From an optimization exercise on the open Yosys and OpenROAD flow, aimed at a short achievable clock period and few clock cycles; shortcuts taken in it are not production practice.
In this exercise RTL edits were held to simulation tests only and were not proved equivalent to the original.
Power is estimated from default activity; no workload was simulated.

==> flow/design.v <==
`timescale 1ns/1ps
`default_nettype none
module serial_cpu_top (
    input  wire        clk,
    input  wire        rst_n,
    input  wire        start,
    input  wire [7:0]  i_datain,
    input  wire [7:0]  d_datain,
    output wire [8:0]  i_addr,
    output wire [8:0]  d_addr,
    output wire        d_we,
    output wire [7:0]  d_dataout,
    output wire [1:0]  run_status
);
    localparam [4:0] NOP  = 5'd0,  HALT = 5'd1,  LOAD = 5'd2,  STORE = 5'd3,
                     LDIH = 5'd4,  ADD  = 5'd5,  ADDI = 5'd6,  SUB   = 5'd7,
                     SUBI = 5'd8,  CMP  = 5'd9,  AND  = 5'd10, OR    = 5'd11,
                     XOR  = 5'd12, SLL  = 5'd13, SRL  = 5'd14, SET   = 5'd15,
                     JUMP = 5'd16, JMPR = 5'd17, BZ   = 5'd18, BNZ   = 5'd19,
                     BN   = 5'd20, BNN  = 5'd21, BC   = 5'd22, BNC   = 5'd23;
    localparam [1:0] RUNNING = 2'b01, HALTED = 2'b00, MEM_END = 2'b11;
    reg  [1:0]  status;
    reg         fetching;    
    reg         ph;          
    reg         f2;          
    reg         drain;       
    reg  [7:0]  pc;
    reg  [7:0]  lo;          
    reg  [15:0] gr [0:7];
    reg         zf_q, nf_q, cf_q;    
    reg         znp;         
    reg         cp;          
    reg         idle;        
    reg  [7:0]  pc_inc;      
    reg         at_last;     
    reg         ex_we;
    reg  [7:0]  wbsel;       
    reg  [7:0]  m1sel;       
    reg  [7:0]  m2sel;       
    reg  [7:0]  rlo_q, rh0_q, rh1_q;
    reg         c8_q, cx0_q, cx1_q;
    reg         wbset;       
    reg  [7:0]  tpre [0:7];  
    reg         zlo_q, zh0_q, zh1_q;    
    reg  [7:0]  setfw;       
    reg  [7:0]  dhi;         
    wire [15:0] res_q = {c8_q ? rh1_q : rh0_q, rlo_q};
    wire        c_q   = c8_q ? cx1_q : cx0_q;
    reg         ex_zn;
    reg         ex_c;
    reg  [2:0]  rd;          
    reg  [15:0] opa;
    reg  [15:0] opb;
    reg         cin;
    reg  [3:0]  shamt;
    reg         s_add, s_and, s_or, s_xor, s_sll, s_srl, s_b;
    reg         m1, m2, mst;
    reg  [7:0]  maddr;
    reg  [7:0]  dout;
    reg         we_q;
    wire f1 = fetching & ~f2;
    assign i_addr     = {pc, ph};
    assign d_addr     = {maddr, m2};
    assign d_we       = we_q;
    assign d_dataout  = dout;
    assign run_status = {status[1], ~status[0]};
    function automatic [16:0] ks16(input [15:0] a, input [15:0] b, input ci);
        reg [15:0] g, p, gn, pn;
        reg [16:0] c;
        integer j, d;
        begin
            g = a & b;
            p = a ^ b;
            g[0] = g[0] | (p[0] & ci);
            for (d = 1; d < 16; d = d * 2) begin
                gn = g; pn = p;
                for (j = d; j < 16; j = j + 1) begin
                    gn[j] = g[j] | (p[j] & g[j-d]);
                    pn[j] = p[j] & p[j-d];
                end
                g = gn; p = pn;
            end
            c = {g, ci};
            ks16 = {c[16], (a ^ b) ^ c[15:0]};
        end
    endfunction
    function automatic [8:0] ks8c(input [7:0] a, input [7:0] b, input ci);
        reg [7:0] g, p, gn, pn;
        integer j, d;
        begin
            g = a & b;
            p = a ^ b;
            g[0] = g[0] | (p[0] & ci);
            for (d = 1; d < 8; d = d * 2) begin
                gn = g; pn = p;
                for (j = d; j < 8; j = j + 1) begin
                    gn[j] = g[j] | (p[j] & g[j-d]);
                    pn[j] = p[j] & p[j-d];
                end
                g = gn; p = pn;
            end
            ks8c = {g[7], (a ^ b) ^ {g[6:0], ci}};
        end
    endfunction
    function automatic zsum8(input [7:0] a, input [7:0] b, input ci);
        begin
            zsum8 = &((a ^ b) ~^ {a[6:0] | b[6:0], ci});
        end
    endfunction
    function automatic [7:0] ks8(input [7:0] a, input [7:0] b);
        reg [7:0] g, p, gn, pn;
        reg [7:0] c;
        integer j, d;
        begin
            g = a & b;
            p = a ^ b;
            for (d = 1; d < 8; d = d * 2) begin
                gn = g; pn = p;
                for (j = d; j < 8; j = j + 1) begin
                    gn[j] = g[j] | (p[j] & g[j-d]);
                    pn[j] = p[j] & p[j-d];
                end
                g = gn; p = pn;
            end
            c = {g[6:0], 1'b0};
            ks8 = (a ^ b) ^ c;
        end
    endfunction
    wire [4:0] op  = i_datain[7:3];
    wire [2:0] r1  = i_datain[2:0];
    wire [2:0] r2  = lo[6:4];
    wire [2:0] r3  = lo[2:0];
    wire zf = znp ? (zlo_q & (c8_q ? zh1_q : zh0_q)) : zf_q;
    wire nf = znp ? res_q[15] : nf_q;
    wire cf = cp ? c_q : cf_q;
    reg taken;
    always @(*) begin
        case (op)
            JUMP, JMPR: taken = 1'b1;
            BZ:         taken = zf;
            BNZ:        taken = ~zf;
            BN:         taken = nf;
            BNN:        taken = ~nf;
            BC:         taken = cf;
            BNC:        taken = ~cf;
            default:    taken = 1'b0;
        endcase
    end
    wire [7:0] r1oh, r2oh, r3oh;
    wire [7:0] asum [0:7];       
    genvar gi;
    generate
        for (gi = 0; gi < 8; gi = gi + 1) begin : g_rd
            assign r1oh[gi] = (r1 == gi);
            assign r2oh[gi] = (r2 == gi);
            assign r3oh[gi] = (r3 == gi);
            assign asum[gi] = ks8(gr[gi][7:0], {4'd0, lo[3:0]});
        end
    endgenerate
    wire [7:0] afwd = ks8(res_q[7:0], {4'd0, lo[3:0]});
    reg [15:0] g1, g2, g3;
    reg [7:0]  t1, a2;
    integer k;
    always @(*) begin
        g1 = 16'd0; g2 = 16'd0; g3 = 16'd0; t1 = 8'd0; a2 = 8'd0;
        for (k = 0; k < 8; k = k + 1) begin
            g1 = g1 | ({16{r1oh[k]}} & gr[k]);
            g2 = g2 | ({16{r2oh[k]}} & gr[k]);
            g3 = g3 | ({16{r3oh[k]}} & gr[k]);
            t1 = t1 | ({8{r1oh[k]}} & tpre[k]);
            a2 = a2 | ({8{r2oh[k] & ~wbsel[k]}} & asum[k]);
        end
    end
    wire wb1 = |(r1oh & wbsel);
    wire wb2 = |(r2oh & wbsel);
    wire wb3 = |(r3oh & wbsel);
    wire ld1 = |(r1oh & m2sel);
    wire ld2 = |(r2oh & m2sel);
    wire ld3 = |(r3oh & m2sel);
    wire [15:0] ra1 = wb1 ? res_q : {ld1 ? d_datain : g1[15:8], g1[7:0]};
    wire [15:0] ra2 = wb2 ? res_q : {ld2 ? d_datain : g2[15:8], g2[7:0]};
    wire [15:0] rb3 = wb3 ? res_q : {ld3 ? d_datain : g3[15:8], g3[7:0]};
    wire [7:0]  tsel = t1;
    wire hz1 = |(r1oh & ((wbsel & {8{~wbset}}) | m2sel));
    wire is_br = (op == JMPR) || (op == BZ) || (op == BNZ) || (op == BN) ||
                 (op == BNN) || (op == BC) || (op == BNC);
    wire hazard = is_br & hz1;
    wire [7:0]  asel = a2 | ({8{wb2}} & afwd);
    wire [7:0] target = (op == JUMP) ? lo : tsel;
    wire use_r1  = (op == LDIH) || (op == ADDI) || (op == SUBI);
    wire is_sub  = (op == SUB) || (op == SUBI) || (op == CMP);
    wire b_reg   = (op == ADD) || (op == SUB) || (op == CMP) ||
                   (op == AND) || (op == OR)  || (op == XOR);
    wire is_mem  = (op == LOAD) || (op == STORE);
    reg [15:0] b_sel;
    always @(*) begin
        if (b_reg)
            b_sel = rb3;
        else if (op == LDIH)
            b_sel = {lo, 8'd0};
        else
            b_sel = {8'd0, lo};
    end
    wire [8:0]  slo = ks8c(opa[7:0], opb[7:0], cin);
    wire [8:0]  sh0 = ks8c(opa[15:8], opb[15:8], 1'b0);
    wire [8:0]  sh1 = ks8c(opa[15:8], opb[15:8], 1'b1);
    wire [15:0] oth = ({16{s_and}} & (opa & opb)) |
                      ({16{s_or}}  & (opa | opb)) |
                      ({16{s_xor}} & (opa ^ opb)) |
                      ({16{s_sll}} & (opa << shamt)) |
                      ({16{s_srl}} & (opa >> shamt)) |
                      ({16{s_b}}   & opb);
    wire [7:0] pcn = taken ? target : pc_inc;
    always @(posedge clk or negedge rst_n) begin
        if (!rst_n) begin
            status   <= HALTED;
            idle     <= 1'b1;
            fetching <= 1'b0;
            ph       <= 1'b0;
            f2       <= 1'b0;
            drain    <= 1'b0;
        end else begin
            ph <= fetching & ~ph;
            f2 <= fetching & ~f2;
            if (f2) begin
                if (op == HALT) begin
                    status   <= HALTED;
                    idle     <= 1'b1;
                    fetching <= 1'b0;
                end else if (at_last) begin
                    fetching <= 1'b0;
                    if (is_mem)
                        drain <= 1'b1;
                    else begin
                        status <= MEM_END;
                        idle   <= 1'b1;
                    end
                end
            end
            if (drain && m2) begin
                drain  <= 1'b0;
                status <= MEM_END;
                idle   <= 1'b1;
            end
            if (idle && start) begin
                status   <= RUNNING;
                idle     <= 1'b0;
                fetching <= 1'b1;
            end
        end
    end
    always @(posedge clk) begin
        if (idle)
            pc <= 8'd0;
        else if (f2 && !hazard)
            pc <= pcn;
        pc_inc  <= pc + 8'd1;
        at_last <= (pc == 8'd255);
    end
    always @(posedge clk)
        lo <= i_datain;
    always @(posedge clk or negedge rst_n) begin
        if (!rst_n) begin
            ex_we <= 1'b0;
            wbsel <= 8'd0;
            wbset <= 1'b0;
            m1sel <= 8'd0;
            m2sel <= 8'd0;
            ex_zn <= 1'b0;
            ex_c  <= 1'b0;
            m1    <= 1'b0;
            m2    <= 1'b0;
            mst   <= 1'b0;
            we_q  <= 1'b0;
            rd    <= 3'd0;
        end else begin
            ex_we <= f2 && ((op == LDIH) || (op == ADD) || (op == ADDI) || (op == SUB) ||
                            (op == SUBI) || (op == AND) || (op == OR) || (op == XOR) ||
                            (op == SLL) || (op == SRL) || (op == SET));
            ex_zn <= f2 && ((op == LDIH) || (op == ADD) || (op == ADDI) || (op == SUB) ||
                            (op == SUBI) || (op == CMP) || (op == AND) || (op == OR) ||
                            (op == XOR) || (op == SLL) || (op == SRL));
            ex_c  <= f2 && ((op == LDIH) || (op == ADD) || (op == ADDI) || (op == SUB) ||
                            (op == SUBI) || (op == CMP) || (op == AND) || (op == OR) ||
                            (op == XOR));
            m1    <= f2 && is_mem;
            m2    <= m1;
            wbsel <= {8{ex_we}} & (8'd1 << rd);
            wbset <= ex_we & s_b;
            m1sel <= {8{f2 && (op == LOAD)}} & (8'd1 << r1);
            m2sel <= m1sel;
            we_q  <= (f2 && (op == STORE)) || (m1 && mst);
            if (f2) begin
                mst <= (op == STORE);
                rd  <= r1;
            end
        end
    end
    always @(posedge clk) begin
        opa   <= use_r1 ? ra1 : ra2;
        opb   <= is_sub ? ~b_sel : b_sel;
        cin   <= is_sub;
        shamt <= lo[3:0];
        s_add <= (op == LDIH) || (op == ADD) || (op == ADDI) || (op == SUB) ||
                 (op == SUBI) || (op == CMP);
        s_and <= (op == AND);
        s_or  <= (op == OR);
        s_xor <= (op == XOR);
        s_sll <= (op == SLL);
        s_srl <= (op == SRL);
        s_b   <= (op == SET);
        dout  <= f2 ? ra1[7:0] : dhi;
        dhi   <= ra1[15:8];
        if (f2)
            maddr <= asel;
    end
    always @(posedge clk)
    begin
        rlo_q <= s_add ? slo[7:0] : oth[7:0];
        rh0_q <= s_add ? sh0[7:0] : oth[15:8];
        rh1_q <= s_add ? sh1[7:0] : oth[15:8];
        c8_q  <= slo[8];
        cx0_q <= s_add & (sh0[8] ^ cin);
        cx1_q <= s_add & (sh1[8] ^ cin);
        zlo_q <= s_add ? zsum8(opa[7:0], opb[7:0], cin) : (oth[7:0] == 8'd0);
        zh0_q <= s_add ? zsum8(opa[15:8], opb[15:8], 1'b0) : (oth[15:8] == 8'd0);
        zh1_q <= s_add ? zsum8(opa[15:8], opb[15:8], 1'b1) : (oth[15:8] == 8'd0);
        setfw <= {8{f2 && (op == SET)}} & r1oh;
    end
    generate
        for (gi = 0; gi < 8; gi = gi + 1) begin : g_tpre
            always @(posedge clk)
                tpre[gi] <= ks8(setfw[gi] ? opb[7:0] : gr[gi][7:0], i_datain);
        end
    endgenerate
    always @(posedge clk or negedge rst_n) begin
        if (!rst_n) begin
            zf_q <= 1'b0;
            nf_q <= 1'b0;
            cf_q <= 1'b0;
            znp  <= 1'b0;
            cp   <= 1'b0;
        end else begin
            zf_q <= zf;
            nf_q <= nf;
            cf_q <= cf;
            znp  <= ex_zn;
            cp   <= ex_c;
        end
    end
    integer i;
    always @(posedge clk or negedge rst_n) begin
        if (!rst_n) begin
            for (i = 0; i < 8; i = i + 1)
                gr[i] <= 16'd0;
        end else begin
            for (i = 0; i < 8; i = i + 1) begin
                if (wbsel[i])
                    gr[i] <= res_q;
                else begin
                    if (m1sel[i])
                        gr[i][7:0] <= d_datain;
                    if (m2sel[i])
                        gr[i][15:8] <= d_datain;
                end
            end
        end
    end
endmodule
`default_nettype wire
==> flow/flow/run.sh <==
#!/bin/bash
# The standard layout, with faster cells for the port buffers.
set -euo pipefail
export BUFFER_PORTS_ARGS="-buffer_cell sky130_fd_sc_hd__buf_4"
bash standard.sh > standard.log 2>&1
==> flow/standard.sh <==
#!/bin/bash
# synth_recipe.tcl (not shown) runs the flow's synth.tcl, then flattens the netlist and writes it again
# the make line also repeats each setting of config.mk as NAME=value (left out here)
make -C /OpenROAD-flow-scripts/flow DESIGN_CONFIG=/design/flow/config.mk WORK_HOME=/design/flow/orfs CLKGATE_MAP_FILE= SYNTH_SCRIPT=/design/flow/synth_recipe.tcl "${@:-finish}"
==> flow/config.mk <==
export PLATFORM = sky130hd
export DESIGN_NAME = serial_cpu_top
export DESIGN_NICKNAME = serial_cpu_top
export VERILOG_FILES = /design/flow/design.v
export SDC_FILE = /design/flow/constraint.sdc
export NUM_CORES = 4
export LEC_CHECK = 0
export ABC_CLOCK_PERIOD_IN_PS = 2300
export CAP_MARGIN = 20
export CORE_MARGIN = 2
export CORE_UTILIZATION = 30
export CTS_BUF_LIST = sky130_fd_sc_hd__clkbuf_16
export SETUP_SLACK_MARGIN = 3.7
export SLEW_MARGIN = 20
==> flow/constraint.sdc <==
create_clock -name core_clock -period 6.0 [get_ports {clk}]
set_input_delay 1.2000 -clock core_clock [delete_from_list [all_inputs] [get_ports {clk}]]
set_output_delay 1.2000 -clock core_clock [all_outputs]
set_load 0.01 [all_outputs]
==> impl_metrics.env, run 1 <==
export IMPL_yosysTopAreaCellShare_pct=16.7
export IMPL_yosys_top_cells_area="dfrtp_1 (17%), dfxtp_1 (14%), mux2i_1 (9.5%)"
export IMPL_fin_skew_ps=30.6
export IMPL_power_per_cell_area_nw_per_um2=466
export IMPL_synth_fp_nets=2989
export IMPL_grt_busiest_layer="met2"
export IMPL_syn_to_final_growth_pct=28.5
export IMPL_fin_crit_sh_pct=43.3
export IMPL_final_area_um2=33400
export IMPL_start_kind="flop"
export IMPL_worstPathArrival_ps=2930
export IMPL_core_area_um2=85500
export IMPL_yosysTopAreaCell="dfrtp_1"
export IMPL_wl_mm=115
export IMPL_synth_mux_area_share_pct=20.2
export IMPL_yosys_area_share_simple_pct=11.6
export IMPL_grt_max_degree=156
export IMPL_synth_distinct_cells=87
export IMPL_finalPower_w=0.0156
export IMPL_grt_pass1_wl_mm=162
export IMPL_synth_adder_area_share_pct=7.63
export IMPL_met1_usage_pct=31.0
export IMPL_hold_buffers=0
export IMPL_first_iter_violations=3600
export IMPL_synthFlopType="dfxtp_1"
export IMPL_synth_top_family_by_area="multiplexers"
export IMPL_met3_usage_pct=8.45
export IMPL_fin_nets=3102
export IMPL_required_ps=6330
export IMPL_clock_fmax_mhz=385
export IMPL_cts_root_buffer="clkbuf_16"
export IMPL_clkTransAtPathRegs_ps=70
export IMPL_via_count=24600
export IMPL_tns_ps=0
export IMPL_numClockSinks=370
export IMPL_synth_edf_count=8
export IMPL_synth_xor_xnor_area_share_pct=5.08
export IMPL_finalHoldViolations=0
export IMPL_synth_cells=2824
export IMPL_ioPinCount=48
export IMPL_cellLeakagePower_nw=13.2
export IMPL_timing_hold_ws_ps=351
export IMPL_worst_slew_pin_slew_ps=1010
export IMPL_avgViaCountPerCell=5.98
export IMPL_avgSynthCellArea_um2=9.21
export IMPL_crit_fanout=13
export IMPL_grt_pass1_vias=23100
export IMPL_insertion_delay_ps=610
export IMPL_drive_gt1_share_pct=31.3
export IMPL_rsz0062_at_grt="yes"
export IMPL_setup_viol=0
export IMPL_cts_tree="done"
export IMPL_grtUsageMet2_pct=35.6
export IMPL_io_buffers=47
export IMPL_die_area_um2=89100
export IMPL_end_kind="flop"
export IMPL_synth_warnings=3
export IMPL_placed_area_um2=27300
export IMPL_grt_overflow=0
export IMPL_slew_violations=0
export IMPL_ant_nets=0
export IMPL_timing_slew_headroom_pct=32.8
export IMPL_gp_congestion=0.961
export IMPL_post_drt_wl_per_cell_um=27.8
export IMPL_hpwlAfterDp_mm=71.7
export IMPL_max_cap_viol_count=0
export IMPL_status="complete, no violations"
export IMPL_netlist_area_um2=26000
export IMPL_final_common_cell="nand2_1"
export IMPL_vdd_drop_max_v=0.000201
export IMPL_worstSetupPathType="flop to flop"
export IMPL_fp_row_count=107
export IMPL_drtPass1Iterations=7
export IMPL_most_common_layout_cells="nand2_1 (301), mux2i_1 (213), o21ai_0 (183)"
export IMPL_synth_seq_cells=370
export IMPL_die_y_um=298
export IMPL_period_minus_slack_ps=2600
export IMPL_synth_compound_area_share_pct=17.6
export IMPL_cts_buffers=44
export IMPL_start_util_pct=30.4
export IMPL_cts_path_max_buffers=3
export IMPL_antenna_found_initial=12
export IMPL_hold_path_class="flop to flop"
export IMPL_synth_seq_area_share_pct=32.2
export IMPL_drcViolationCount=0
export IMPL_die_width_um=298
export IMPL_async_flop_share_pct=47.3
export IMPL_final_cells=4120
export IMPL_htreeDepth=2
export IMPL_grt_use_total_pct=24.4
export IMPL_dp_cells=3809
==> metrics by stage <==
step	worst slack, ps	util (%)
CTS	3460	37.0
detailed placement	2160	31.9
global placement	2210	31.9
finish	3400	39.1
global route	3380	39.1
floorplan	3230	-
==> cell usage after synthesis (7+ instances only) <==
library cell	instances
nand4_1	8
a21o_1	50
mux4_2	63
a21oi_1	135
a311oi_1	10
a221oi_1	52
o2111ai_1	14
o221ai_1	11
o21bai_1	18
o21ai_0	228
clkbuf_1	161
buf_4	17
nor2b_1	37
a22o_1	11
nor2_1	141
nand3_1	41
ha_1	125
nor4_1	15
o22ai_1	11
and2_1	12
xnor2_1	92
mux2_2	115
buf_1	18
nand2_1	305
dfrtp_1	174
inv_1	105
and3_1	8
fa_1	21
nor3_1	34
o21ai_1	7
nand2b_1	31
xor2_1	59
edfxtp_1	8
a211oi_1	14
a221o_1	11
mux2i_1	247
buf_2	47
o211ai_1	32
a31oi_1	15
dfxtp_1	187
a22oi_1	47
==> flip-flops by register name, indices dropped and copies added, names as in the netlist, 16 cells and up <==
name  count
gr      128
tpre     64
opa      16
opb      16
==> layout make-up <==
cell class / count / area (µm²)
Fill cell: 8203 / 52100
Multi-Input combinational cell: 2100 / 17900
Sequential cell: 370 / 8570
Timing Repair Buffer: 312 / 3700
Tap cell: 1144 / 1430
Clock buffer: 46 / 1150
Inverter: 109 / 442
Clock inverter: 33 / 249
Antenna cell: 6 / 15.0
==> power breakdown <==
| part | switching [W] | internal [W] |
|---|---|---|
| logic | 0.00395 | 0.00368 |
| clock network | 0.00114 | 0.00155 |
| registers | 0.00169 | 0.00357 |
==> final timing paths <==
path	slack, ps	startpoint	endpoint	cells past startpoint
worst max register to register	3400	lo[3]$_DFF_P_	maddr[5]$_DFFE_PP_	6
worst min-delay path	350	ex_zn$_DFF_PN0_	znp$_DFF_PN0_	0
max in group asynchronous	4250	rst_n	gr[1][4]$_DFFE_PN0P_	2
worst max-delay path	3400	lo[3]$_DFF_P_	maddr[5]$_DFFE_PP_	6
min in group asynchronous	480	rst_n	drain$_DFFE_PN0P_	1
worst min register to register	350	ex_zn$_DFF_PN0_	znp$_DFF_PN0_	0
==> critical path: stages (launching register included) <==
cell	delay (ps)
dfxtp_2	680
ha_1	370
nor2b_2	190
o21a_1	180
xor2_1	150
a22o_1	240
or4_4	530
==> cell families (layout without fill, tap and decap cells) <==
kind of cell	count (synthesis)	in the layout
AO/OA/AOI/OAI	707	708
AND/OR/NAND/NOR	664	665
multiplexers	430	430
flip-flops	370	370
buffers and inverters	356	500
XOR/XNOR	151	151
adder cells (fa/ha/maj)	146	146
other	0	6
==> routing by layer <==
metal  vias up  share of wire [%]
met5         -               0.18
met4        12                7.7
met3       555                 13
met2      1740                 41
met1     11900                 38
li1      10400                  -
==> timing repair <==
item | CTS | global route
endpoints found under the setup margin | 174 | 112
gates resized for setup | 382 | 241
pin swaps | 46 | 118
buffers inserted | 122 | 81
gates cloned | 20 | 3
Testbench counts, summed over its fixed seeds: cycles 102,654.
==> run 2, diff against run 1 <==
--- a/flow/design.v
+++ b/flow/design.v
@@ -148,4 +148,5 @@
     end
-    wire [7:0] r1oh, r2oh, r3oh;
-    wire [7:0] asum [0:7];       
+    wire [2:0] r2f = i_datain[6:4];
+    wire [2:0] r3f = i_datain[2:0];
+    wire [7:0] r1oh, r2foh, r3foh;
     genvar gi;
@@ -153,31 +154,35 @@
         for (gi = 0; gi < 8; gi = gi + 1) begin : g_rd
-            assign r1oh[gi] = (r1 == gi);
-            assign r2oh[gi] = (r2 == gi);
-            assign r3oh[gi] = (r3 == gi);
-            assign asum[gi] = ks8(gr[gi][7:0], {4'd0, lo[3:0]});
+            assign r1oh[gi]  = (r1 == gi);
+            assign r2foh[gi] = (r2f == gi);
+            assign r3foh[gi] = (r3f == gi);
         end
     endgenerate
-    wire [7:0] afwd = ks8(res_q[7:0], {4'd0, lo[3:0]});
-    reg [15:0] g1, g2, g3;
-    reg [7:0]  t1, a2;
+    reg [15:0] g1, p2, p3;
+    reg [7:0]  t1;
     integer k;
     always @(*) begin
-        g1 = 16'd0; g2 = 16'd0; g3 = 16'd0; t1 = 8'd0; a2 = 8'd0;
+        g1 = 16'd0; p2 = 16'd0; p3 = 16'd0; t1 = 8'd0;
         for (k = 0; k < 8; k = k + 1) begin
             g1 = g1 | ({16{r1oh[k]}} & gr[k]);
-            g2 = g2 | ({16{r2oh[k]}} & gr[k]);
-            g3 = g3 | ({16{r3oh[k]}} & gr[k]);
             t1 = t1 | ({8{r1oh[k]}} & tpre[k]);
-            a2 = a2 | ({8{r2oh[k] & ~wbsel[k]}} & asum[k]);
+            p2 = p2 | ({16{r2foh[k]}} & {gr[k][15:8], m1sel[k] ? d_datain : gr[k][7:0]});
+            p3 = p3 | ({16{r3foh[k]}} & {gr[k][15:8], m1sel[k] ? d_datain : gr[k][7:0]});
         end
     end
+    reg  [15:0] pre2, pre3;
+    reg         wb2, wb3, ld2, ld3;
+    wire [7:0]  wbnext = {8{ex_we}} & (8'd1 << rd);
+    always @(posedge clk) begin
+        pre2 <= p2;
+        pre3 <= p3;
+        wb2  <= |(r2foh & wbnext);
+        wb3  <= |(r3foh & wbnext);
+        ld2  <= |(r2foh & m1sel);
+        ld3  <= |(r3foh & m1sel);
+    end
     wire wb1 = |(r1oh & wbsel);
-    wire wb2 = |(r2oh & wbsel);
-    wire wb3 = |(r3oh & wbsel);
     wire ld1 = |(r1oh & m2sel);
-    wire ld2 = |(r2oh & m2sel);
-    wire ld3 = |(r3oh & m2sel);
     wire [15:0] ra1 = wb1 ? res_q : {ld1 ? d_datain : g1[15:8], g1[7:0]};
-    wire [15:0] ra2 = wb2 ? res_q : {ld2 ? d_datain : g2[15:8], g2[7:0]};
-    wire [15:0] rb3 = wb3 ? res_q : {ld3 ? d_datain : g3[15:8], g3[7:0]};
+    wire [15:0] ra2 = wb2 ? res_q : {ld2 ? d_datain : pre2[15:8], pre2[7:0]};
+    wire [15:0] rb3 = wb3 ? res_q : {ld3 ? d_datain : pre3[15:8], pre3[7:0]};
     wire [7:0]  tsel = t1;
@@ -187,3 +192,3 @@
     wire hazard = is_br & hz1;
-    wire [7:0]  asel = a2 | ({8{wb2}} & afwd);
+    wire [7:0]  asel = ks8(wb2 ? res_q[7:0] : pre2[7:0], {4'd0, lo[3:0]});
     wire [7:0] target = (op == JUMP) ? lo : tsel;
==> run 2 against run 1 <==
  * Highest routed layer unchanged
  * Sequential share of layout area increased by 5.4 points
  * Core utilization decreased by 1.2 points
  * Still clean
  * Power decreased by 16%
  * Die area decreased by 8.5%
==> impl_metrics.env, run 2 <==
export IMPL_synth_warnings=3
export IMPL_slew_violations=0
export IMPL_power_per_cell_area_nw_per_um2=438
export IMPL_tns_ps=0
export IMPL_final_util_pct=37.8
export IMPL_avgViaCountPerCell=5.79
export IMPL_yosysTopAreaCell="dfxtp_1"
export IMPL_fp_row_count=103
export IMPL_drcViolationCount=0
export IMPL_synth_fp_nets=2585
export IMPL_fin_nets=2674
export IMPL_timing_slew_headroom_pct=32.6
export IMPL_layout_setup_ws_ps=3410
export IMPL_numClockSinks=406
export IMPL_htreeDepth=2
export IMPL_cts_buffers=46
export IMPL_hold_buffers=0
export IMPL_cts_root_buffer="clkbuf_16"
export IMPL_final_common_cell="mux2i_1"
export IMPL_synth_seq_cells=406
export IMPL_finalPower_w=0.0131
export IMPL_status="complete, no violations"
export IMPL_drtPass1Iterations=6
export IMPL_clock_fmax_mhz=387
export IMPL_io_buffers=47
export IMPL_pwr_share_seq_pct=37.7
export IMPL_post_drt_wl_per_cell_um=26.7
export IMPL_avgSynthCellArea_um2=9.66
export IMPL_grt_use_total_pct=23.1
export IMPL_synth_distinct_cells=86
export IMPL_synth_edf_count=8
export IMPL_p_sw_w=0.00520
export IMPL_syn_to_final_growth_pct=25.4
export IMPL_synth_cells=2460
export IMPL_pwr_share_comb_pct=41.2
export IMPL_start_util_pct=30.2
export IMPL_internal_power_w=0.00785
export IMPL_yosys_top_cells_area="dfxtp_1 (19%), dfrtp_1 (18%), mux2i_1 (9.3%)"
export IMPL_first_iter_violations=2783
export IMPL_num_antenna_cells=0
export IMPL_rsz0062_at_grt="yes"
export IMPL_cts_path_max_buffers=3
export IMPL_ioPinCount=48
export IMPL_async_flop_share_pct=43.1
export IMPL_largest_registers="gr: 128 flops, tpre: 64 flops"
export IMPL_required_ps=6510
export IMPL_drive_gt1_share_pct=28.5
export IMPL_max_cap_viol_count=0
export IMPL_switching_share_pct=39.8
export IMPL_synthFlopType="dfxtp_1"
export IMPL_period_minus_slack_ps=2590
export IMPL_most_common_layout_cells="mux2i_1 (215), nand2_1 (208), dfxtp_1 (172)"
export IMPL_grt_pass1_vias=20200
export IMPL_antenna_found_initial=1
export IMPL_crit_fanout=26
export IMPL_cts_tree="done"
export IMPL_place_ws_ps=1870
export IMPL_hpwlAfterDp_mm=62.1
export IMPL_via_count=21100
export IMPL_grt_max_degree=64
export IMPL_worst_slew_pin_slew_ps=1010
export IMPL_vdd_drop_max_v=0.000196
export IMPL_largest_reg_flops=128
export IMPL_hold_path_class="flop to flop"
export IMPL_ant_nets=0
export IMPL_clkTransAtPathRegs_ps=60
export IMPL_die_width_um=285
export IMPL_netlist_area_um2=23800
export IMPL_insertion_delay_ps=610
export IMPL_synth_commonest_cells="dfxtp_1 (223), mux2i_1 (220), nand2_1 (211)"
export IMPL_grt_pass1_wl_mm=140
export IMPL_end_kind="flop"
export IMPL_grt_overflow=0
export IMPL_core_area_um2=78700
export IMPL_gp_congestion=0.965
export IMPL_die_y_um=285
export IMPL_largest_register="gr"
export IMPL_worstPathArrival_ps=3100
export IMPL_die_area_um2=81500
export IMPL_wl_mm=97.0
export IMPL_setup_viol=0
export IMPL_synth_most_common_cell="dfxtp_1"
export IMPL_p_clk_share_pct=21.1
export IMPL_start_kind="input port"
export IMPL_fin_skew_ps=42.2
export IMPL_synth_seq_area_share_pct=38.2
export IMPL_fin_crit_sh_pct=43.1
export IMPL_worstSetupPathType="input port to flop"
export IMPL_finalHoldViolations=0
export IMPL_yosysTopAreaCellShare_pct=18.8
export IMPL_cellLeakagePower_nw=11.8
==> run 2: cell count changes in the layout (fill, tap and decap cells not counted), sizes merged, moves of 26 or more <==
cell	previous run	this run
a221oi	52	25
a22oi	47	127
buf	300	227
dfxtp	187	223
ha	125	93
mux2i	249	220
mux4	63	26
nand2	305	211
o21ai	235	139
xor2	59	33
==> run 2: metrics by stage <==
stage | hold slack, ps | instances | cell area [µm²]
6_report | 350 | 3636 | 29800
5_1_grt | 356 | 3636 | 29800
4_1_cts | 353 | 3584 | 28900
3_5_place_dp | 337 | 3390 | 25200
3_3_place_gp | 335 | 3389 | 25200
2_1_floorplan | 331 | 2460 | 24400
==> run 2: final timing paths <==
path                                    start                  to  slack, ps  depth (start not counted)
hold / removal                ex_zn$_DFF_PN0_       znp$_DFF_PN0_        350                          0
hold reg to reg               ex_zn$_DFF_PN0_       znp$_DFF_PN0_        350                          0
setup reg to reg           m2sel[5]$_DFF_PN0_  pc[4]$_SDFFE_PP0P_       3450                          7
setup / recovery                  i_datain[3]  pc[0]$_SDFFE_PP0P_       3410                          7
max in group asynchronous               rst_n      nf_q$_DFF_PN0_       4100                          2
min in group asynchronous               rst_n  gr[0][2]$_DFF_PN0_        580                          1
==> run 2: cell families (layout without fill, tap and decap cells) <==
family | after synthesis | in the layout | synth area share (%)
compound gates | 613 | 614 | 17.6
xor+xnor | 116 | 116 | 4.28
fa+ha+maj | 106 | 106 | 5.99
buf+inv | 312 | 437 | 5.59
flops | 406 | 406 | 38.2
mux | 383 | 383 | 18.2
simple gates | 524 | 524 | 10.0
==> run 2: area by class of cell <==
cell class,instances,area (µm²)
inverter,114,454
timing repair buffer,238,2760
clock buffer,49,1230
fill,7594,48900
tap,1050,1310
multi-input combinational,1743,14600
clock inverter,36,224
sequential,406,9240
==> run 2: metal layers <==
layer  GRT usage (%)  share of wire, %  vias up
met4            13.8               6.6        2
met5               0             0.010        -
met3            5.24                10      370
met1            29.3                39    10200
li1                -                 -     9116
met2            35.7                44     1409
==> run 2: worst max-delay path, cell delays in order <==
cell and delay (ps):
buf_8 200, or2_2 440, o21ai_2 290, nor2_1 170, o2bb2ai_4 230, a2111oi_2 390, a221o_1 170
==> run 2: what timing repair did <==
action                     in CTS  in global routing
setup endpoints to repair     194                111
resized for setup             258                116
buffers inserted               88                 51
gates cloned                   21                  1
pin swaps                      58                 62
==> run 2: power groups by stage <==
| stage | logic [W] | clock network [W] | registers [W] |
|---|---|---|---|
| after floorplan | 0.00345 | 0 | 0.00434 |
| after global placement | 0.00462 | 0 | 0.00488 |
| after detailed placement | 0.00467 | 0 | 0.00485 |
| after CTS | 0.00503 | 0.00277 | 0.00485 |
| after global routing | 0.00578 | 0.00289 | 0.00499 |
| final | 0.00537 | 0.00275 | 0.00492 |
Testbench counts of run 2, summed over its fixed seeds: cycles 102,654.
==> run 3, diff against run 2 <==
--- a/flow/design.v
+++ b/flow/design.v
@@ -25,2 +25,4 @@
     reg         f2;          
+    reg         hzq;         
+    reg  [7:0]  pcb;         
     reg         drain;       
@@ -225,6 +227,8 @@
             f2       <= 1'b0;
+            hzq      <= 1'b0;
             drain    <= 1'b0;
         end else begin
-            ph <= fetching & ~ph;
-            f2 <= fetching & ~f2;
+            ph  <= fetching & ~ph & ~hzq;
+            f2  <= fetching & ~f2 & ~hzq;
+            hzq <= f2 & hazard & ~at_last;
             if (f2) begin
@@ -259,4 +263,7 @@
             pc <= 8'd0;
-        else if (f2 && !hazard)
+        else if (hzq)
+            pc <= pcb;
+        else if (f2)
             pc <= pcn;
+        pcb     <= pc;
         pc_inc  <= pc + 8'd1;
==> run 3 against run 2 <==
  * Still clean on timing, DRC and antenna
  * Worst setup slack better by 3.0 ps
  * Sequential cell count up 9
  * Clock skew down 9.6 ps
  * Via count about the same
  * Cell area down 0.69%
  * Power up 1.0%
  * Sequential power up 3%
  * Area after synthesis about the same
  * Count of clock-buffer cells in the layout up 1
  * Cell count down 0.41%
  * Routed wire length down 0.42%
  * Synthesized cell count up 0.85%
  * Critical endpoint is now zlo_q$_DFF_P_
==> impl_metrics.env, run 3 <==
export IMPL_synth_edf_count=8
export IMPL_avgSynthCellArea_um2=9.57
export IMPL_final_common_cell="mux2i_1"
export IMPL_hold_path_class="flop to flop"
export IMPL_clkTransAtPathRegs_ps=70
export IMPL_synth_distinct_cells=77
export IMPL_crit_fanout=5
export IMPL_drtPass1Iterations=6
export IMPL_antenna_found_initial=2
export IMPL_grt_pass1_wl_mm=138
export IMPL_hold_buffers=0
export IMPL_finalHoldViolations=0
export IMPL_worst_slew_pin_slew_ps=1090
export IMPL_worstPathArrival_ps=3100
export IMPL_n_fill_cell=7727
export IMPL_layout_setup_ws_ps=3420
export IMPL_drcViolationCount=0
export IMPL_cts_root_buffer="clkbuf_16"
export IMPL_clock_fmax_mhz=387
export IMPL_async_flop_share_pct=42.4
export IMPL_largest_registers="gr: 128 flops, tpre: 64 flops"
export IMPL_fp_row_count=103
export IMPL_synthFlopType="dfxtp_1"
export IMPL_critical_path_max_stage_delay_ps=480
export IMPL_tns_ps=0
export IMPL_start_util_pct=30.2
export IMPL_critPathSlowestCell="mux4_2"
export IMPL_status="complete, no violations"
export IMPL_cts_buffers=47
export IMPL_cts_tree="done"
export IMPL_timing_slew_headroom_pct=27.1
export IMPL_wl_mm=96.6
export IMPL_finalPower_w=0.0132
export IMPL_via_count=21100
export IMPL_fin_nets=2654
export IMPL_synth_most_common_cell="dfxtp_1"
export IMPL_setup_viol=0
export IMPL_synth_fp_nets=2606
export IMPL_synth_cells=2481
export IMPL_most_common_layout_cells="mux2i_1 (207), nand2_1 (178), dfxtp_1 (178)"
export IMPL_fin_skew_ps=32.6
export IMPL_syn_to_final_growth_pct=24.6
export IMPL_largest_reg_flops=128
export IMPL_drive_gt1_share_pct=27.2
export IMPL_die_width_um=285
export IMPL_numClockSinks=415
export IMPL_grt_overflow=0
export IMPL_start_kind="flop"
export IMPL_cts_path_max_buffers=3
export IMPL_avgViaCountPerCell=5.82
export IMPL_slew_violations=0
export IMPL_die_y_um=285
export IMPL_grt_pass1_vias=19800
export IMPL_yosysTopAreaCell="dfxtp_1"
export IMPL_synth_commonest_cells="dfxtp_1 (231), mux2i_1 (218), nand2_1 (184)"
export IMPL_first_iter_violations=2576
export IMPL_yosys_top_cells_area="dfxtp_1 (19%), dfrtp_1 (18%), mux2i_1 (9.2%)"
export IMPL_worstSetupPathType="flop to flop"
export IMPL_post_drt_wl_per_cell_um=26.7
export IMPL_final_util_pct=37.6
export IMPL_timing_hold_ws_ps=350
export IMPL_io_buffers=47
export IMPL_crit_path_cell_trace="buf_12 -> mux2_4 -> mux4_2 -> a22o_1 -> a221o_1 -> or4_4 -> o21ai_4"
export IMPL_yosysTopAreaCellShare_pct=19.5
export IMPL_grt_max_degree=100
export IMPL_grt_use_total_pct=22.7
export IMPL_hpwlAfterDp_mm=62.3
export IMPL_synth_warnings=3
export IMPL_insertion_delay_ps=610
export IMPL_cpLargestDelayFamily="multiplexers"
export IMPL_synth_seq_cells=415
export IMPL_core_area_um2=78600
export IMPL_ioPinCount=48
export IMPL_gp_congestion=0.979
export IMPL_die_area_um2=81400
export IMPL_synth_seq_area_share_pct=39.0
export IMPL_period_minus_slack_ps=2580
export IMPL_cellLeakagePower_nw=11.8
export IMPL_ant_nets=0
export IMPL_htreeDepth=2
export IMPL_max_cap_viol_count=0
export IMPL_place_ws_ps=1950
export IMPL_required_ps=6520
export IMPL_largest_register="gr"
export IMPL_netlist_area_um2=23700
export IMPL_vdd_drop_max_v=0.000232
export IMPL_cp_num_buf_inv=1
export IMPL_power_per_cell_area_nw_per_um2=445
export IMPL_end_kind="flop"
export IMPL_fin_crit_sh_pct=43.1
export IMPL_rsz0062_at_grt="yes"
-- run 3: changes by cell type after synthesis, moves of 8 or more --
| cell | before | now |
|---|---|---|
| dfxtp_1 | 223 | 231 |
| nand2_1 | 211 | 184 |
| nand3_1 | 25 | 37 |
| nand4_1 | 32 | 19 |
| a221o_1 | 12 | 2 |
| buf_6 | 12 | 1 |
| clkbuf_1 | 136 | 168 |
| a22oi_1 | 127 | 95 |
| o2111a_1 | 11 | 2 |
| a22o_1 | 11 | 29 |
| a21oi_1 | 115 | 143 |
| nor3b_1 | 8 | 17 |
| a221oi_1 | 24 | 38 |
| buf_2 | 30 | 19 |
-- run 3: power by group --
part | total (W) | leakage, nW | switching, W | internal, W
Sequential | 0.00508 | 4.25 | 0.00115 | 0.00393
Clock | 0.00288 | 0.787 | 0.00124 | 0.00164
Combinational | 0.00522 | 6.80 | 0.00277 | 0.00246
-- run 3: final cells by class --
| class | count | area (µm²) | area share (%) |
|---|---|---|---|
| well taps | 1050 | 1310 | 4.44 |
| multi-input cells | 1745 | 14600 | 49.2 |
| clock inverters | 38 | 265 | 0.896 |
| clock buffers | 50 | 1250 | 4.23 |
| diodes | 3 | 7.51 | 0.0254 |
| inverters | 116 | 445 | 1.51 |
| repair buffers | 204 | 2330 | 7.88 |
| flip-flops and latches | 415 | 9420 | 31.8 |
-- run 3: what timing repair did --
action,4_1_cts,5_1_grt
gates resized for setup,231,143
buffers inserted,83,25
pin swaps,30,43
cloned,11,5
endpoints found under the setup margin,218,97
-- run 3: worst paths after layout --
kind                            cells past startpoint             start  slack (ps)                 end
worst max-delay path                                7  shamt[1]$_DFF_P_        3420       zlo_q$_DFF_P_
worst min-delay path                                0    ex_c$_DFF_PN0_         350        cp$_DFF_PN0_
worst max register to register                      7  shamt[1]$_DFF_P_        3420       zlo_q$_DFF_P_
worst min register to register                      0    ex_c$_DFF_PN0_         350        cp$_DFF_PN0_
max in group asynchronous                           2             rst_n        3990  m2sel[5]$_DFF_PN0_
min in group asynchronous                           1             rst_n         730  gr[4][0]$_DFF_PN0_
-- run 3: cell families after synthesis --
| logic type | synth area share [%] |
|---|---|
| AO/OA/AOI/OAI | 17.3 |
| AND/OR/NAND/NOR | 9.98 |
| flip-flops | 39.0 |
| multiplexers | 18.2 |
| buffers and inverters | 5.29 |
| XOR/XNOR | 4.17 |
| adder cells (fa/ha/maj) | 6.00 |
-- run 3: layer usage --
layer,routed length [µm],vias up,GRT usage (%),part of all wire [%]
met5,56,-,0,0.058
met4,6750,2,13.2,7.0
met3,9850,355,4.95,10
met2,41800,1308,34.4,43
met1,38200,10300,29.6,39
li1,-,9064,-,-
-- run 3: stage by stage --
stage | std cells | cell area (µm²)
3_5_place_dp | 3406 | 25300
6_report | 3621 | 29600
4_1_cts | 3588 | 28600
3_3_place_gp | 3406 | 25300
5_1_grt | 3618 | 29600
2_1_floorplan | 2481 | 24500
Testbench counts of run 3, summed over its fixed seeds: cycles 102,654.
==> run 4, diff against run 3 <==
--- a/flow/design.v
+++ b/flow/design.v
@@ -46,2 +46,3 @@
     reg         zlo_q, zh0_q, zh1_q;    
+    reg         add_q;       
     reg  [7:0]  setfw;       
@@ -134,3 +135,4 @@
     wire [2:0] r3  = lo[2:0];
-    wire zf = znp ? (zlo_q & (c8_q ? zh1_q : zh0_q)) : zf_q;
+    wire zf = !znp ? zf_q :
+              add_q ? (zlo_q & (c8_q ? zh1_q : zh0_q)) : ({rh0_q, rlo_q} == 16'd0);
     wire nf = znp ? res_q[15] : nf_q;
@@ -336,5 +338,6 @@
         cx1_q <= s_add & (sh1[8] ^ cin);
-        zlo_q <= s_add ? zsum8(opa[7:0], opb[7:0], cin) : (oth[7:0] == 8'd0);
-        zh0_q <= s_add ? zsum8(opa[15:8], opb[15:8], 1'b0) : (oth[15:8] == 8'd0);
-        zh1_q <= s_add ? zsum8(opa[15:8], opb[15:8], 1'b1) : (oth[15:8] == 8'd0);
+        zlo_q <= zsum8(opa[7:0], opb[7:0], cin);
+        zh0_q <= zsum8(opa[15:8], opb[15:8], 1'b0);
+        zh1_q <= zsum8(opa[15:8], opb[15:8], 1'b1);
+        add_q <= s_add;
         setfw <= {8{f2 && (op == SET)}} & r1oh;
==> run 4 against run 3 <==
  * Still clean
  * Combinational power rose by 5.4%
  * Core utilization fell by 0.082 points
  * Clock power rose by 5%
  * Largest cell class unchanged
==> impl_metrics.env, run 4 <==
export IMPL_status="complete, no violations"
export IMPL_start_kind="input port"
export IMPL_start_util_pct=30.4
export IMPL_fin_crit_sh_pct=40.3
export IMPL_yosysTopAreaCellShare_pct=19.7
export IMPL_hpwlAfterDp_mm=62.8
export IMPL_whs_path_depth=0
export IMPL_critical_path_max_stage_delay_ps=600
export IMPL_finalHoldViolations=0
export IMPL_final_common_cell="mux2i_1"
export IMPL_yosys_area_share_simple_pct=10.4
export IMPL_yosys_top_cells_area="dfxtp_1 (20%), dfrtp_1 (19%), mux2i_1 (9.7%)"
export IMPL_avgSynthCellArea_um2=9.70
export IMPL_synth_warnings=3
export IMPL_fp_row_count=102
export IMPL_cts_tree="done"
export IMPL_largest_register="gr"
export IMPL_yosysTopAreaCell="dfxtp_1"
export IMPL_grt_use_total_pct=22.2
export IMPL_drcViolationCount=0
export IMPL_numClockSinks=416
export IMPL_synth_xor_xnor_area_share_pct=4.34
export IMPL_slew_violations=0
export IMPL_synthFlopType="dfxtp_1"
export IMPL_clkTransAtPathRegs_ps=60
export IMPL_fin_skew_ps=38.0
export IMPL_cts_path_max_buffers=3
export IMPL_post_drt_wl_per_cell_um=26.4
export IMPL_drive_gt1_share_pct=26.1
export IMPL_gp_congestion=1.00
export IMPL_core_area_um2=77700
export IMPL_synth_cells=2433
export IMPL_grt_pass1_wl_mm=134
export IMPL_grt_pass1_vias=19400
export IMPL_crit_top_cell="buf_16"
export IMPL_period_minus_slack_ps=2420
export IMPL_dp_cells=3353
export IMPL_synth_fp_nets=2558
export IMPL_synth_seq_area_share_pct=39.4
export IMPL_critPathSlowestCell="o2111ai_1"
export IMPL_synth_distinct_cells=73
export IMPL_worstSetupPathType="input port to flop"
export IMPL_r2r_start="m1sel[2]$_DFF_PN0_"
export IMPL_antenna_found_initial=1
export IMPL_first_iter_violations=2172
export IMPL_grt_overflow=0
export IMPL_setup_viol=0
export IMPL_hold_path_class="flop to flop"
export IMPL_vdd_drop_max_v=0.000229
export IMPL_synth_edf_count=8
export IMPL_largest_registers="gr: 128 flops, tpre: 64 flops"
export IMPL_reg2reg_to="pre3[2]$_DFF_P_"
export IMPL_via_count=20300
export IMPL_clock_fmax_mhz=414
export IMPL_grt_max_degree=86
export IMPL_crit_fanout=13
export IMPL_synth_compound_area_share_pct=17.1
export IMPL_async_flop_share_pct=42.3
export IMPL_synth_top_family_by_area="multiplexers"
export IMPL_rsz0062_at_grt="yes"
export IMPL_rrSetupSlack_ps=3670
export IMPL_cpLargestDelayFamily="compound AO/OA/AOI/OAI gates"
export IMPL_ant_nets=0
export IMPL_syn_to_final_growth_pct=23.7
export IMPL_timing_slew_headroom_pct=34.5
export IMPL_power_per_cell_area_nw_per_um2=466
export IMPL_end_kind="flop"
export IMPL_hp_start="ex_zn$_DFF_PN0_"
export IMPL_fin_nets=2599
export IMPL_io_buffers=47
export IMPL_synth_mux_area_share_pct=17.7
export IMPL_required_ps=6420
export IMPL_largest_reg_flops=128
export IMPL_htreeDepth=2
export IMPL_tns_ps=0
export IMPL_die_y_um=284
export IMPL_worst_slew_pin_slew_ps=983
export IMPL_most_common_layout_cells="mux2i_1 (212), dfxtp_1 (181), dfrtp_1 (174)"
export IMPL_cp_num_buf_inv=3
export IMPL_netlist_area_um2=23600
export IMPL_die_area_um2=80900
export IMPL_cellLeakagePower_nw=11.5
export IMPL_worstHoldEndpoint="znp$_DFF_PN0_"
export IMPL_ioPinCount=48
export IMPL_synth_commonest_cells="dfxtp_1 (232), mux2i_1 (228), nor2_1 (179)"
export IMPL_synth_seq_cells=416
export IMPL_cts_buffers=47
export IMPL_die_width_um=284
export IMPL_worstPathArrival_ps=2840
export IMPL_synth_adder_area_share_pct=6.03
export IMPL_reg2regPathDepth=3
export IMPL_avgViaCountPerCell=5.72
export IMPL_max_cap_viol_count=0
export IMPL_wl_mm=93.9
export IMPL_drtPass1Iterations=9
export IMPL_crit_path_cell_trace="buf_16 -> buf_16 -> buf_4 -> or3_1 -> o2111ai_1"
export IMPL_insertion_delay_ps=620
export IMPL_synth_most_common_cell="dfxtp_1"
export IMPL_final_cells=3557
export IMPL_cts_root_buffer="clkbuf_16"
==> run 4: worst reg2reg max path: stages, from the launching register on <==
cell and delay, ps:
dfrtp_1 990, mux2_2 470, a221oi_1 270, o2111ai_1 340
==> run 4: cells by family after synthesis <==
group                      after synthesis
xor gates and xnor gates               117
buffers and inverters                  295
muxes                                  370
DFF                                    416
and+or+nand+nor                        536
AOI/OAI and AO/OA                      593
adders and majority gates              106
==> run 4: what timing repair did <==
item | 4_1_cts | 5_1_grt
cloned | 12 | 4
hold buffers | 0 | 0
resized for setup | 190 | 102
hold endpoints to repair | 0 | 0
buffers inserted | 46 | 50
endpoints found under the setup margin | 173 | 109
pin swaps | 14 | 28
==> run 4: per-layer routing <==
metal	global-route usage, %	routed length (µm)
met5	0.833	92
met4	9.21	4090
met3	5.54	9860
met2	33.4	40600
met1	30.2	39300
==> run 4: final cells by class <==
cell class	count	area, µm²
clock inverter	39	387
multi-input combinational	1725	14400
sequential	416	9440
clock buffer	49	1230
inverter	97	380
antenna	4	10.0
tap	1040	1300
timing repair buffer	187	2020
fill	7652	48500
==> run 4: worst max path at each step <==
stage	cells past startpoint	slack (ps)	startpoint	to
final	5	3580	i_datain[2]	pre3[2]$_DFF_P_
after global routing	8	3600	i_datain[0]	opa[12]$_DFF_P_
after detailed placement	8	1630	i_datain[6]	opa[14]$_DFF_P_
after floorplan	9	3150	i_datain[0]	opa[10]$_DFF_P_
after CTS	1	3610	m2$_DFF_PN0_	d_addr[0]
after global placement	8	1620	i_datain[6]	opa[14]$_DFF_P_
==> run 4: power breakdown <==
group | switching (W) | total, W | internal (W)
clock network | 0.00124 | 0.00303 | 0.00178
logic | 0.00294 | 0.00550 | 0.00255
registers | 0.00114 | 0.00508 | 0.00394
total | 0.00533 | 0.0136 | 0.00827
==> run 4: through the flow <==
stage	setup slack [ps]	area, µm²	utilization, %	hold slack, ps	power (W)
floorplan	3150	24400	-	329	0.00812
global placement	1620	25300	32.6	332	0.00983
detailed placement	1630	25300	32.6	343	0.00987
CTS	3610	28400	36.5	350	0.0132
global route	3600	29200	37.6	367	0.0143
finish	3580	29200	37.6	349	0.0136
Testbench counts of run 4, summed over its fixed seeds: cycles 102,654.
==> run 5, diff against run 4 <==
--- a/flow/config.mk
+++ b/flow/config.mk
@@ -10,3 +10,3 @@
 export CORE_MARGIN = 2
-export CORE_UTILIZATION = 30
+export CORE_UTILIZATION = 40
 export CTS_BUF_LIST = sky130_fd_sc_hd__clkbuf_16
==> run 5 against run 4 <==
  * Sequential share of layout area grew 0.58 points
  * Still clean on timing, DRC and antenna
  * Critical path type unchanged
  * Register-to-register slack got worse by 20 ps
  * Sequential cell count stayed put
  * Synthesized cell count unchanged
  * Combinational power rose by 0.7%
  * Core utilization up 11 points
  * Sequential power about the same
  * First-iteration DRC count increased by 3.6%
==> impl_metrics.env, run 5 <==
export IMPL_status="complete, no violations"
export IMPL_netlist_area_um2=23600
export IMPL_drtPass1Iterations=6
export IMPL_grt_overflow=0
export IMPL_fp_row_count=89
export IMPL_setup_viol=0
export IMPL_worst_slew_pin_slew_ps=1120
export IMPL_yosys_top_cells_area="dfxtp_1 (20%), dfrtp_1 (19%), mux2i_1 (9.7%)"
export IMPL_required_ps=6530
export IMPL_avgViaCountPerCell=6.27
export IMPL_crit_top_cell="buf_12"
export IMPL_fin_nets=2580
export IMPL_clkTransAtPathRegs_ps=60
export IMPL_wl_mm=94.3
export IMPL_hpwlAfterDp_mm=64.3
export IMPL_worstSetupPathType="input port to flop"
export IMPL_slew_violations=0
export IMPL_cellLeakagePower_nw=11.4
export IMPL_first_iter_violations=2251
export IMPL_largest_reg_flops=128
export IMPL_numClockSinks=416
export IMPL_yosysTopAreaCellShare_pct=19.7
export IMPL_critical_path_max_stage_delay_ps=530
export IMPL_grt_use_total_pct=30.5
export IMPL_yosysTopAreaCell="dfxtp_1"
export IMPL_finalHoldViolations=0
export IMPL_tns_ps=0
export IMPL_core_area_um2=58700
export IMPL_synth_seq_area_share_pct=39.4
export IMPL_synth_most_common_cell="dfxtp_1"
export IMPL_cpLargestDelayFamily="multiplexers"
export IMPL_syn_to_final_growth_pct=21.2
export IMPL_ioPinCount=48
export IMPL_fin_crit_sh_pct=40.7
export IMPL_largest_register="gr"
export IMPL_layout_setup_ws_ps=3560
export IMPL_max_cap_viol_count=0
export IMPL_end_kind="flop"
export IMPL_antenna_found_initial=3
export IMPL_final_util_pct=48.7
export IMPL_place_ws_ps=1700
export IMPL_final_common_cell="mux2i_1"
export IMPL_die_y_um=247
export IMPL_die_width_um=247
export IMPL_synth_warnings=3
export IMPL_die_area_um2=61000
export IMPL_grt_max_degree=64
export IMPL_drcViolationCount=0
export IMPL_htreeDepth=2
export IMPL_synth_fp_nets=2558
export IMPL_hold_path_class="flop to flop"
export IMPL_synth_seq_cells=416
export IMPL_gp_congestion=0.991
export IMPL_cts_path_max_buffers=3
export IMPL_grt_pass1_wl_mm=136
export IMPL_io_buffers=47
export IMPL_synth_distinct_cells=73
export IMPL_whs_path_depth=0
export IMPL_cp_num_buf_inv=4
export IMPL_avgSynthCellArea_um2=9.70
export IMPL_synth_cells=2433
export IMPL_clock_fmax_mhz=409
export IMPL_rsz0062_at_grt="yes"
export IMPL_async_flop_share_pct=42.3
export IMPL_vdd_drop_max_v=0.000252
export IMPL_start_util_pct=40.2
export IMPL_synth_edf_count=8
export IMPL_critPathSlowestCell="mux4_2"
export IMPL_cp_depth=9
export IMPL_reg2regPathDepth=9
export IMPL_worstPathArrival_ps=2970
export IMPL_cts_root_buffer="clkbuf_16"
export IMPL_fin_skew_ps=25.7
export IMPL_post_drt_wl_per_cell_um=28.9
export IMPL_period_minus_slack_ps=2440
export IMPL_power_per_cell_area_nw_per_um2=472
export IMPL_drive_gt1_share_pct=25.5
export IMPL_crit_path_cell_trace="buf_16 -> mux4_2 -> mux2i_4 -> buf_12 -> buf_12 -> clkbuf_16 -> nor2_2 -> a31oi_4 -> mux2_4"
export IMPL_largest_registers="gr: 128 flops, tpre: 64 flops"
export IMPL_synthFlopType="dfxtp_1"
export IMPL_crit_fanout=8
export IMPL_cts_tree="done"
export IMPL_cts_buffers=47
export IMPL_synth_commonest_cells="dfxtp_1 (232), mux2i_1 (228), nor2_1 (179)"
export IMPL_most_common_layout_cells="mux2i_1 (209), dfxtp_1 (190), dfrtp_1 (175)"
export IMPL_start_kind="input port"
export IMPL_insertion_delay_ps=600
export IMPL_grt_pass1_vias=20000
export IMPL_timing_slew_headroom_pct=25.6
export IMPL_ant_nets=0
export IMPL_via_count=20500
[run 5: area by class of cell]
class                      instances  area, µm²
multi-input combinational       1724      14500
inverter                          97        383
tap                              773        967
timing repair buffer             169       1840
clock buffer                      48       1200
sequential                       416       9410
fill                            5286      30100
antenna                            2       5.00
clock inverter                    40        293
[run 5: logic make-up after synthesis]
group | share of synthesized area, %
compound gates | 17.1
simple gates | 10.4
flops | 39.4
mux | 17.7
buf+inv | 5.04
xor+xnor | 4.34
fa+ha+maj | 6.03
[run 5: final timing paths]
path                                         start                 end  slack, ps
worst max register to register  wbsel[5]$_DFF_PN0_     dout[2]$_DFF_P_       3650
worst min register to register     ex_zn$_DFF_PN0_       znp$_DFF_PN0_        350
max in group asynchronous                    rst_n     wbset$_DFF_PN0_       4090
min in group asynchronous                    rst_n  gr[1][0]$_DFF_PN0_        570
worst min-delay path               ex_zn$_DFF_PN0_       znp$_DFF_PN0_        350
worst max-delay path                   i_datain[0]     dout[2]$_DFF_P_       3560
[run 5: worst register-to-register path, cell delays in order, from the launching register on]
cell and delay (ps):
dfrtp_1 360, buf_4 280, mux4_2 550, mux2i_4 180, buf_12 140, buf_12 100
clkbuf_16 170, nor2_2 60, a31oi_4 250, mux2_4 200
[run 5: metal layers]
| metal | GRT usage (%) | part of all wire, % |
|---|---|---|
| met2 | 47.6 | 44 |
| met3 | 6.34 | 9.5 |
| met4 | 15.5 | 5.9 |
| met5 | 0 | 0.014 |
| met1 | 40.0 | 40 |
[run 5: what timing repair did]
action,4_1_cts,5_1_grt
cloned,8,4
pin swaps,13,39
setup endpoints to repair,197,112
buffers inserted,55,27
gates resized for setup,175,113
hold buffers,0,0
[run 5: stage by stage]
stage / instances / power, W / hold WS, ps / area (µm²)
after floorplan: 2433 / 0.00812 / 329 / 24400
after global placement: 3085 / 0.00984 / 333 / 25000
after detailed placement: 3085 / 0.00995 / 335 / 25000
after CTS: 3236 / 0.0131 / 348 / 27800
after global routing: 3268 / 0.0141 / 353 / 28600
final: 3269 / 0.0135 / 348 / 28600
[run 5: power by group]
group	internal [W]	total [W]	switching (W)	leakage (nW)
logic	0.00255	0.00554	0.00299	6.36
clock network	0.00162	0.00286	0.00123	0.778
registers	0.00393	0.00509	0.00116	4.26
==> run 6, diff against run 5 <==
--- a/flow/design.v
+++ b/flow/design.v
@@ -28,2 +28,3 @@
     reg         drain;       
+    reg         drain2;
     reg  [7:0]  pc;
@@ -231,2 +232,3 @@
             drain    <= 1'b0;
+            drain2   <= 1'b0;
         end else begin
@@ -242,11 +244,7 @@
                     fetching <= 1'b0;
-                    if (is_mem)
-                        drain <= 1'b1;
-                    else begin
-                        status <= MEM_END;
-                        idle   <= 1'b1;
-                    end
+                    drain    <= 1'b1;
                 end
             end
-            if (drain && m2) begin
+            drain2 <= drain & ~drain2;
+            if (drain2) begin
                 drain  <= 1'b0;
--- a/flow/config.mk
+++ b/flow/config.mk
@@ -10,3 +10,3 @@
 export CORE_MARGIN = 2
-export CORE_UTILIZATION = 40
+export CORE_UTILIZATION = 30
 export CTS_BUF_LIST = sky130_fd_sc_hd__clkbuf_16
==> run 6 against run 5 <==
  * Worst hold slack got worse by 5.4 ps
  * Power is 0.59% lower
  * Maximum frequency down 4.0%
  * Core utilization decreased by 12 points
  * Count of clock-buffer cells in the layout up 2
  * Global-route usage decreased by 7.4 points
  * Via count is 0.89% higher
  * Cell area increased by 2.3%
  * Largest power group unchanged
==> impl_metrics.env, run 6 <==
export IMPL_synth_edf_count=8
export IMPL_synth_warnings=3
export IMPL_worst_slew_pin_slew_ps=993
export IMPL_synth_distinct_cells=74
export IMPL_yosysTopAreaCellShare_pct=19.5
export IMPL_timing_slew_headroom_pct=33.7
export IMPL_period_minus_slack_ps=2550
export IMPL_die_y_um=286
export IMPL_slew_violations=0
export IMPL_htreeDepth=2
export IMPL_grt_overflow=0
export IMPL_die_area_um2=81700
export IMPL_cellLeakagePower_nw=11.7
export IMPL_synth_most_common_cell="dfxtp_1"
export IMPL_final_common_cell="mux2i_1"
export IMPL_cts_root_buffer="clkbuf_16"
export IMPL_cts_buffers=48
export IMPL_grt_pass1_wl_mm=140
export IMPL_fin_nets=2654
export IMPL_hold_path_class="flop to flop"
export IMPL_fp_row_count=103
export IMPL_syn_to_final_growth_pct=22.8
export IMPL_numClockSinks=417
export IMPL_ioPinCount=48
export IMPL_yosys_top_cells_area="dfxtp_1 (19%), dfrtp_1 (18%), mux2i_1 (9.7%)"
export IMPL_grt_max_degree=94
export IMPL_largest_register="gr"
export IMPL_num_antenna_cells=0
export IMPL_netlist_area_um2=23800
export IMPL_post_drt_wl_per_cell_um=27.0
export IMPL_io_buffers=47
export IMPL_grt_pass1_vias=19800
export IMPL_tns_ps=0
export IMPL_finalPower_w=0.0134
export IMPL_cts_tree="done"
export IMPL_fin_skew_ps=23.0
export IMPL_via_count=20700
export IMPL_synth_commonest_cells="dfxtp_1 (232), mux2i_1 (231), nand2_1 (192)"
export IMPL_max_cap_viol_count=0
export IMPL_vdd_drop_max_v=0.000218
export IMPL_grt_use_total_pct=23.1
export IMPL_async_flop_share_pct=42.4
export IMPL_core_area_um2=78900
export IMPL_clkTransAtPathRegs_ps=70
export IMPL_finalHoldViolations=0
export IMPL_required_ps=6490
export IMPL_cts_path_max_buffers=3
export IMPL_avgViaCountPerCell=5.72
export IMPL_fin_crit_sh_pct=42.4
export IMPL_timing_hold_ws_ps=343
export IMPL_setup_viol=0
export IMPL_antenna_found_initial=1
export IMPL_power_per_cell_area_nw_per_um2=458
export IMPL_largest_reg_flops=128
export IMPL_synthFlopType="dfxtp_1"
export IMPL_drtPass1Iterations=6
export IMPL_status="complete, no violations"
export IMPL_ant_nets=0
export IMPL_die_width_um=286
export IMPL_avgSynthCellArea_um2=9.63
export IMPL_end_kind="flop"
export IMPL_yosysTopAreaCell="dfxtp_1"
export IMPL_drcViolationCount=0
export IMPL_most_common_layout_cells="mux2i_1 (220), dfxtp_1 (191), nand2_1 (184)"
export IMPL_clock_fmax_mhz=393
export IMPL_drive_gt1_share_pct=24.8
export IMPL_start_util_pct=30.2
export IMPL_worstSetupPathType="input port to flop"
export IMPL_wl_mm=97.6
export IMPL_synth_seq_cells=417
export IMPL_largest_registers="gr: 128 flops, tpre: 64 flops"
export IMPL_insertion_delay_ps=610
export IMPL_start_kind="input port"
export IMPL_hpwlAfterDp_mm=65.4
export IMPL_synth_fp_nets=2601
export IMPL_final_util_pct=37.1
export IMPL_worstPathArrival_ps=3040
export IMPL_gp_congestion=1.02
export IMPL_synth_cells=2476
export IMPL_synth_seq_area_share_pct=39.1
export IMPL_first_iter_violations=2464
export IMPL_crit_fanout=6
export IMPL_rsz0062_at_grt="yes"
## run 6: changes by cell type after synthesis, moves of 9 or more
cell / before / now
o21ai_0: 113 / 136
and2_1: 3 / 16
a21oi_1: 107 / 127
buf_2: 42 / 24
nand4_1: 21 / 11
clkbuf_1: 134 / 150
o22ai_1: 43 / 30
a22oi_1: 82 / 60
nand2_1: 173 / 192
nor3_1: 24 / 38
mux2_2: 114 / 134
a221oi_1: 53 / 44
## run 6: final cells by class
cell class | count | area, µm²
inverters | 100 | 414
repair inverters | 1 | 5.00
clock inverters | 40 | 221
repair buffers | 191 | 2140
clock buffers | 50 | 1250
flip-flops and latches | 417 | 9440
well taps | 1050 | 1310
multi-input cells | 1770 | 14500
fillers | 7789 | 49600
## run 6: routing by layer
| metal | vias to the layer above | global-route usage [%] | share of wire [%] |
|---|---|---|---|
| li1 | 9038 | - | - |
| met1 | 10100 | 30.3 | 41 |
| met2 | 1208 | 34.9 | 43 |
| met3 | 312 | 5.99 | 9.7 |
| met4 | 2 | 12.3 | 6.2 |
| met5 | - | 0 | 0.0092 |
## run 6: kinds of logic after synthesis
group | synth area share [%]
AO/OA/AOI/OAI | 16.3
XOR/XNOR | 4.23
adder cells (fa/ha/maj) | 5.97
buffers and inverters | 4.82
flip-flops | 39.1
multiplexers | 19.0
AND/OR/NAND/NOR | 10.6
## run 6: timing repair
item / CTS / global route
pin swaps: 18 / 33
resized for setup: 165 / 90
endpoints found under the setup margin: 200 / 114
hold endpoints to repair: 0 / 0
setup buffers: 53 / 52
hold buffers: 0 / 0
gates cloned: 10 / 4
## run 6: report_power, final
| group | switching [W] | internal, W |
|---|---|---|
| clock network | 0.00124 | 0.00158 |
| logic | 0.00287 | 0.00250 |
| registers | 0.00128 | 0.00393 |
| total | 0.00539 | 0.00801 |
## run 6: per-stage QoR
| stage | instances | area (µm²) | setup WS, ps |
|---|---|---|---|
| 3_3_place_gp | 3410 | 25600 | 1750 |
| 5_1_grt | 3619 | 29300 | 3430 |
| 6_report | 3619 | 29300 | 3450 |
| 3_5_place_dp | 3410 | 25600 | 1740 |
| 2_1_floorplan | 2476 | 24700 | 3170 |
| 4_1_cts | 3563 | 28400 | 3480 |
## run 6: path summary, 6_finish.rpt
check | from | endpoint | slack (ps) | depth (start not counted)
min reg2reg | ex_zn$_DFF_PN0_ | znp$_DFF_PN0_ | 340 | 0
min | ex_zn$_DFF_PN0_ | znp$_DFF_PN0_ | 340 | 0
max | i_datain[1] | opa[8]$_DFF_P_ | 3450 | 7
min in group asynchronous | rst_n | gr[1][11]$_DFFE_PN0P_ | 700 | 1
max reg2reg | m2sel[7]$_DFF_PN0_ | opa[8]$_DFF_P_ | 3580 | 5
max in group asynchronous | rst_n | gr[2][7]$_DFF_PN0_ | 4130 | 2
## run 6: worst max-delay path, cell delays in order
cell,delay (ps)
buf_16,120
buf_16,120
mux4_2,530
mux2i_4,220
mux2_4,320
mux2_4,260
mux2_2,250
Testbench counts of run 6, summed over its fixed seeds: cycles 102,654.

## what the ideal ports hide
The flow's constraints put no driver on any port. The routed layouts listed below were extracted and timed again, unchanged, in two steps.
Step 1 assumes that a clkbuf_16 drives the clock port and a buf_2 every other input.
Step 2, shift: input delay + t, output delay - t, t = (earliest + latest rising clock arrival at the registers) / 2. This alone moves slack from input paths to output paths.
Slacks: ideal / step 1 / step 2; pairs: ideal / step 1.
| run | t (ns) | setup WS [ns] | worst setup path at the end | clock arrival spread, ns | worst register clock-pin slew, ns |
|---|---|---|---|---|---|
| run 1 | 0.649 | 3.404 / 3.250 / 2.601 | input to register | 0.031 / 0.030 | 0.07 / 0.07 |
| run 2 | 0.657 | 3.414 / 3.181 / 2.523 | input to register | 0.043 / 0.043 | 0.07 / 0.07 |
| run 3 | 0.657 | 3.417 / 3.267 / 2.610 | input to register | 0.037 / 0.037 | 0.07 / 0.07 |
| run 4 | 0.657 | 3.582 / 3.379 / 2.721 | input to register | 0.039 / 0.039 | 0.07 / 0.07 |
| run 5 | 0.651 | 3.556 / 3.288 / 2.637 | input to register | 0.028 / 0.028 | 0.07 / 0.07 |
| run 6 | 0.656 | 3.454 / 3.310 / 2.654 | input to register | 0.024 / 0.024 | 0.07 / 0.07 |
After both steps every run listed still meets setup and hold. The setup slack of run 5, which loses most, moves by -0.268 ns with the drivers and by -0.919 ns with both steps.
